Source: an optimization exercise on an open RTL-to-GDS flow (aim: small area and few clock cycles). Production flows keep margins and buffers that such runs may drop.
Only simulation tests tie the RTL to the original design; equivalence was not proved.
Power figures rest on the tool's default switching activity, not on a simulated workload.

east:
==> flow/design.v <==
package ti_pkg;
    localparam int FLIT_W = 32;
    typedef logic [FLIT_W-1:0] flit_t;       
    localparam int HEADER_SIZE = 13;
    typedef logic [3:0] hdr_idx_t;           
    typedef logic [7:0] task_idx_t;
    typedef logic [7:0] app_id_t;
    localparam flit_t MESSAGE_DELIVERY = 32'h0000_0001;
    localparam flit_t TASK_ALLOCATION  = 32'h0000_0040;
    localparam flit_t APP_ALLOCATION_REQUEST = 32'h0000_0240;
    localparam flit_t APP_MAPPING_COMPLETE   = 32'h0000_0241;
    localparam int SIZE_WORDS = 4;
endpackage
module noc_receiver (
    input  logic            clk_i,
    input  logic            rst_ni,
    input  logic            noc_rx_i,
    input  ti_pkg::flit_t   noc_data_i,
    input  logic            tgt_take_i,    
    input  logic            tgt_last_i,    
    output logic            noc_credit_o,
    output logic            tgt_valid_o,   
    output ti_pkg::app_id_t app_id_o
);
    logic [3:0]      hc_q;       
    ti_pkg::flit_t   rem_q;      
    logic            svc_q;      
    logic            alc_q;      
    ti_pkg::app_id_t app_q;
    logic xfer, at_tgt, pkt_end;
    assign at_tgt       = alc_q && hc_q == 4'd15;
    assign noc_credit_o = at_tgt ? tgt_take_i : 1'b1;
    assign tgt_valid_o  = at_tgt && noc_rx_i;
    assign xfer         = noc_rx_i && noc_credit_o;
    assign pkt_end      = hc_q >= 4'd2 && rem_q == 32'd1;
    always_ff @(posedge clk_i or negedge rst_ni) begin
        if (!rst_ni) begin
            hc_q  <= '0;
            alc_q <= 1'b0;
        end else if (xfer) begin
            if (pkt_end)
                hc_q <= '0;
            else if (hc_q != 4'd15)
                hc_q <= hc_q + 4'd1;
            if (pkt_end || (at_tgt && tgt_last_i))
                alc_q <= 1'b0;
            else if (hc_q == 4'd13 && svc_q && noc_data_i == ti_pkg::APP_ALLOCATION_REQUEST)
                alc_q <= 1'b1;
        end
    end
    always_ff @(posedge clk_i) begin
        if (xfer) begin
            rem_q <= (hc_q == 4'd1) ? noc_data_i : rem_q - 32'd1;
            if (hc_q == 4'd2)
                svc_q <= noc_data_i == ti_pkg::MESSAGE_DELIVERY;
            if (hc_q == 4'd14 && alc_q)
                app_q <= noc_data_i[7:0];
        end
    end
    assign app_id_o = app_q;
endmodule
module task_injector #(
    parameter ti_pkg::flit_t MAPPER_ADDRESS = 32'h0000_0000,
    parameter int            MAX_PAYLOAD    = 32
) (
    input  logic          clk_i,
    input  logic          rst_ni,
    input  logic          src_rx_i,
    input  ti_pkg::flit_t src_data_i,
    output logic          src_credit_o,
    output logic          noc_tx_o,
    output ti_pkg::flit_t noc_data_o,
    input  logic          noc_credit_i,
    input  logic          noc_rx_i,
    input  ti_pkg::flit_t noc_data_i,
    output logic          noc_credit_o
);
    localparam logic [3:0] CODE = 4'd13;
    localparam logic [3:0] IDLE = 4'd15;
    logic [3:0]      st_q;
    logic            txt_q;      
    ti_pkg::flit_t   acc_q;      
    logic [4:0]      task_q, ntask_q;
    ti_pkg::app_id_t app_id;
    logic            tgt_valid, tgt_take, last_task, src_xfer, tx_xfer, code_end;
    ti_pkg::flit_t   sum, code_len;
    assign sum       = acc_q + src_data_i;
    assign code_len  = {2'b00, sum[31:2]};
    assign last_task = task_q + 5'd1 == ntask_q;
    assign tgt_take  = st_q == 4'd0 && noc_credit_i;
    assign src_xfer  = src_rx_i && src_credit_o;
    assign tx_xfer   = noc_tx_o && noc_credit_i;
    assign code_end  = (st_q == 4'd12 && acc_q == '0) || (st_q == CODE && acc_q == 32'd1);
    noc_receiver u_receiver (
        .clk_i, .rst_ni, .noc_rx_i, .noc_data_i,
        .tgt_take_i  (tgt_take),
        .tgt_last_i  (last_task),
        .noc_credit_o,
        .tgt_valid_o (tgt_valid),
        .app_id_o    (app_id)
    );
    always_comb begin
        noc_tx_o     = 1'b0;
        noc_data_o   = src_data_i;
        src_credit_o = 1'b0;
        case (st_q)
            4'd0: begin
                noc_tx_o     = tgt_valid;
                noc_data_o   = noc_data_i;
                src_credit_o = !txt_q;
            end
            4'd1: begin
                noc_tx_o     = txt_q && src_rx_i;
                noc_data_o   = code_len + ti_pkg::flit_t'(ti_pkg::HEADER_SIZE - 2);
                src_credit_o = !txt_q;
            end
            4'd2: begin
                noc_tx_o   = 1'b1;
                noc_data_o = ti_pkg::TASK_ALLOCATION;
            end
            4'd3: begin
                noc_tx_o   = 1'b1;
                noc_data_o = {16'h0000, app_id, 3'b000, task_q};
            end
            4'd4, 4'd5, 4'd6, 4'd7, 4'd8: begin
                noc_tx_o   = 1'b1;
                noc_data_o = (st_q == 4'd4) ? MAPPER_ADDRESS : '0;
            end
            4'd9: noc_tx_o = src_rx_i;
            4'd10: begin
                noc_tx_o     = src_rx_i;
                noc_data_o   = acc_q;
                src_credit_o = noc_credit_i;
            end
            4'd11, 4'd12, CODE: begin
                noc_tx_o     = src_rx_i;
                src_credit_o = noc_credit_i;
            end
            default: src_credit_o = 1'b1;     
        endcase
    end
    always_ff @(posedge clk_i or negedge rst_ni) begin
        if (!rst_ni) begin
            st_q <= IDLE;
        end else if (st_q == IDLE) begin
            if (src_rx_i)
                st_q <= 4'd0;
        end else if (tx_xfer) begin
            if (code_end)
                st_q <= last_task ? IDLE : 4'd0;
            else if (st_q != CODE)
                st_q <= st_q + 4'd1;
        end
    end
    always_ff @(posedge clk_i) begin
        if (st_q == IDLE) begin
            ntask_q <= src_data_i[4:0];
            task_q  <= '0;
            txt_q   <= 1'b0;
        end else if (tx_xfer && code_end) begin
            task_q  <= task_q + 5'd1;
            txt_q   <= 1'b0;
        end else if (src_xfer && (st_q == 4'd0 || st_q == 4'd1)) begin
            txt_q   <= 1'b1;
        end
        if (src_xfer && (st_q == 4'd0 || st_q == 4'd1))
            acc_q <= src_data_i;
        else if (tx_xfer && st_q == 4'd10)
            acc_q <= code_len;
        else if (tx_xfer && st_q == CODE)
            acc_q <= acc_q - 32'd1;
    end
endmodule
Settings: LEC_CHECK=0, CAP_MARGIN=20, CORE_MARGIN=2, CORE_UTILIZATION=40, SLEW_MARGIN=20; clock period 6.5 ns.
run.sh (not shown) runs the stock make flow with config.mk's settings and CLKGATE_MAP_FILE= SYNTH_SCRIPT=/design/flow/synth_recipe.tcl, a recipe that flattens the netlist after the stock synthesis.
Testbench counts of east, summed over its fixed seeds: cycles 38,988.
> inputs changed (east -> north)
--- a/flow/design.v
+++ b/flow/design.v
@@ -26,10 +26,19 @@
     ti_pkg::flit_t   rem_q;      
     logic            svc_q;      
     logic            alc_q;      
     ti_pkg::app_id_t app_q;
     logic xfer, at_tgt, pkt_end;
+    ti_pkg::flit_t rem_dec;
+    always_comb begin
+        logic nz;
+        nz = 1'b0;
+        for (int i = 0; i < ti_pkg::FLIT_W; i++) begin
+            rem_dec[i] = rem_q[i] ^ !nz;
+            nz         = nz | rem_q[i];
+        end
+    end
     assign at_tgt       = alc_q && hc_q == 4'd15;
     assign noc_credit_o = at_tgt ? tgt_take_i : 1'b1;
     assign tgt_valid_o  = at_tgt && noc_rx_i;
     assign xfer         = noc_rx_i && noc_credit_o;
     assign pkt_end      = hc_q >= 4'd2 && rem_q == 32'd1;
@@ -48,11 +57,11 @@
                 alc_q <= 1'b1;
         end
     end
     always_ff @(posedge clk_i) begin
         if (xfer) begin
-            rem_q <= (hc_q == 4'd1) ? noc_data_i : rem_q - 32'd1;
+            rem_q <= (hc_q == 4'd1) ? noc_data_i : rem_dec;
             if (hc_q == 4'd2)
                 svc_q <= noc_data_i == ti_pkg::MESSAGE_DELIVERY;
             if (hc_q == 4'd14 && alc_q)
                 app_q <= noc_data_i[7:0];
         end
@@ -73,26 +82,48 @@
     input  logic          noc_credit_i,
     input  logic          noc_rx_i,
     input  ti_pkg::flit_t noc_data_i,
     output logic          noc_credit_o
 );
+    localparam int          W     = ti_pkg::FLIT_W;
+    localparam ti_pkg::flit_t K44 = ti_pkg::flit_t'(4 * (ti_pkg::HEADER_SIZE - 2));
     localparam logic [3:0] CODE = 4'd13;
     localparam logic [3:0] IDLE = 4'd15;
     logic [3:0]      st_q;
     logic            txt_q;      
     ti_pkg::flit_t   acc_q;      
     logic [4:0]      task_q, ntask_q;
     ti_pkg::app_id_t app_id;
     logic            tgt_valid, tgt_take, last_task, src_xfer, tx_xfer, code_end;
-    ti_pkg::flit_t   sum, code_len;
-    assign sum       = acc_q + src_data_i;
-    assign code_len  = {2'b00, sum[31:2]};
+    logic            ld_text, wrap;
+    ti_pkg::flit_t   aop, dop, sum, len11;
+    assign ld_text   = (st_q == 4'd0 || st_q == 4'd1) && !txt_q;
     assign last_task = task_q + 5'd1 == ntask_q;
     assign tgt_take  = st_q == 4'd0 && noc_credit_i;
     assign src_xfer  = src_rx_i && src_credit_o;
     assign tx_xfer   = noc_tx_o && noc_credit_i;
     assign code_end  = (st_q == 4'd12 && acc_q == '0) || (st_q == CODE && acc_q == 32'd1);
+    assign aop = ld_text ? K44 : acc_q;
+    assign dop = (st_q == CODE) ? '1 : (st_q == 4'd9) ? -K44 : src_data_i;
+    always_comb begin
+        ti_pkg::flit_t g, p;
+        g = aop & dop;
+        p = aop ^ dop;
+        for (int l = 1; l < W; l = 2 * l)
+            for (int i = 2 * l - 1; i < W; i += 2 * l) begin
+                g[i] = g[i] | (p[i] & g[i-l]);
+                p[i] = p[i] & p[i-l];
+            end
+        for (int l = W / 4; l >= 1; l = l / 2)
+            for (int i = 3 * l - 1; i < W; i += 2 * l) begin
+                g[i] = g[i] | (p[i] & g[i-l]);
+                p[i] = p[i] & p[i-l];
+            end
+        sum = (aop ^ dop) ^ {g[W-2:0], 1'b0};
+    end
+    assign wrap  = !(|sum[W-1:6]) && (!sum[5] || (!sum[4] && !(sum[3] && sum[2])));
+    assign len11 = {1'b0, wrap, sum[W-1:2]};
     noc_receiver u_receiver (
         .clk_i, .rst_ni, .noc_rx_i, .noc_data_i,
         .tgt_take_i  (tgt_take),
         .tgt_last_i  (last_task),
         .noc_credit_o,
@@ -109,11 +140,11 @@
                 noc_data_o   = noc_data_i;
                 src_credit_o = !txt_q;
             end
             4'd1: begin
                 noc_tx_o     = txt_q && src_rx_i;
-                noc_data_o   = code_len + ti_pkg::flit_t'(ti_pkg::HEADER_SIZE - 2);
+                noc_data_o   = len11;
                 src_credit_o = !txt_q;
             end
             4'd2: begin
                 noc_tx_o   = 1'b1;
                 noc_data_o = ti_pkg::TASK_ALLOCATION;
@@ -158,16 +189,14 @@
             task_q  <= '0;
             txt_q   <= 1'b0;
         end else if (tx_xfer && code_end) begin
             task_q  <= task_q + 5'd1;
             txt_q   <= 1'b0;
-        end else if (src_xfer && (st_q == 4'd0 || st_q == 4'd1)) begin
+        end else if (src_xfer && ld_text) begin
             txt_q   <= 1'b1;
         end
-        if (src_xfer && (st_q == 4'd0 || st_q == 4'd1))
-            acc_q <= src_data_i;
+        if ((src_xfer && ld_text) || (tx_xfer && (st_q == 4'd9 || st_q == CODE)))
+            acc_q <= sum;
         else if (tx_xfer && st_q == 4'd10)
-            acc_q <= code_len;
-        else if (tx_xfer && st_q == CODE)
-            acc_q <= acc_q - 32'd1;
+            acc_q <= {2'b00, sum[W-1:2]};
     end
 endmodule
Results
- north reports a higher combinational group share of total power than east does.
- Core utilization: north higher than east
- north against east: flip-flop and latch share of the layout cell area moved up; part of the cycle the worst path needs has remained practically unchanged; clock distribution area overhead in the final layout went up 0.35 points; total power now sits higher; die area shrank by about 14%.
- From east to north the numbers moved as follows: synthesized area per cell grew by 6.0%; final setup slack of the worst path grew by 0.0038 ns.
- Between north and east, it is north whose cell count of the worst reg-to-reg path is higher, by 22.
- On routed wire length, east loses to north.
Testbench counts of north, summed over its fixed seeds: cycles 38,988.

## port drivers added, routing unchanged
No port has a modelled driver above. Below, the same layouts with a new extraction and two added sets of constraints. Step 1: set_driving_cell puts a clkbuf_16 on clk_i and a buf_2 on each other input, an assumption about the parent block. Step 2 adds t to the input delays and takes it off the output delays; t is the mean of the earliest and latest rising clock arrival at the registers after step 1. Input paths then give back, and output paths get back, about the clock's delay inside the block. Slacks: ideal ports / drivers / drivers and shift; pairs: ideal ports / drivers.
run | t, ns | slack for setup (ns) | worst setup path at the end | latest minus earliest clock arrival (ns)
east | 0.396 | 0.101 / 0.081 / 0.081 | input to output | 0.011 / 0.011
north | 0.400 | 0.105 / 0.067 / 0.084 | input to output | 0.011 / 0.012
After both steps setup and hold are still met in every run listed. For north, which loses most, drivers alone change the setup slack by -0.038 ns; drivers and shift together by -0.021 ns.
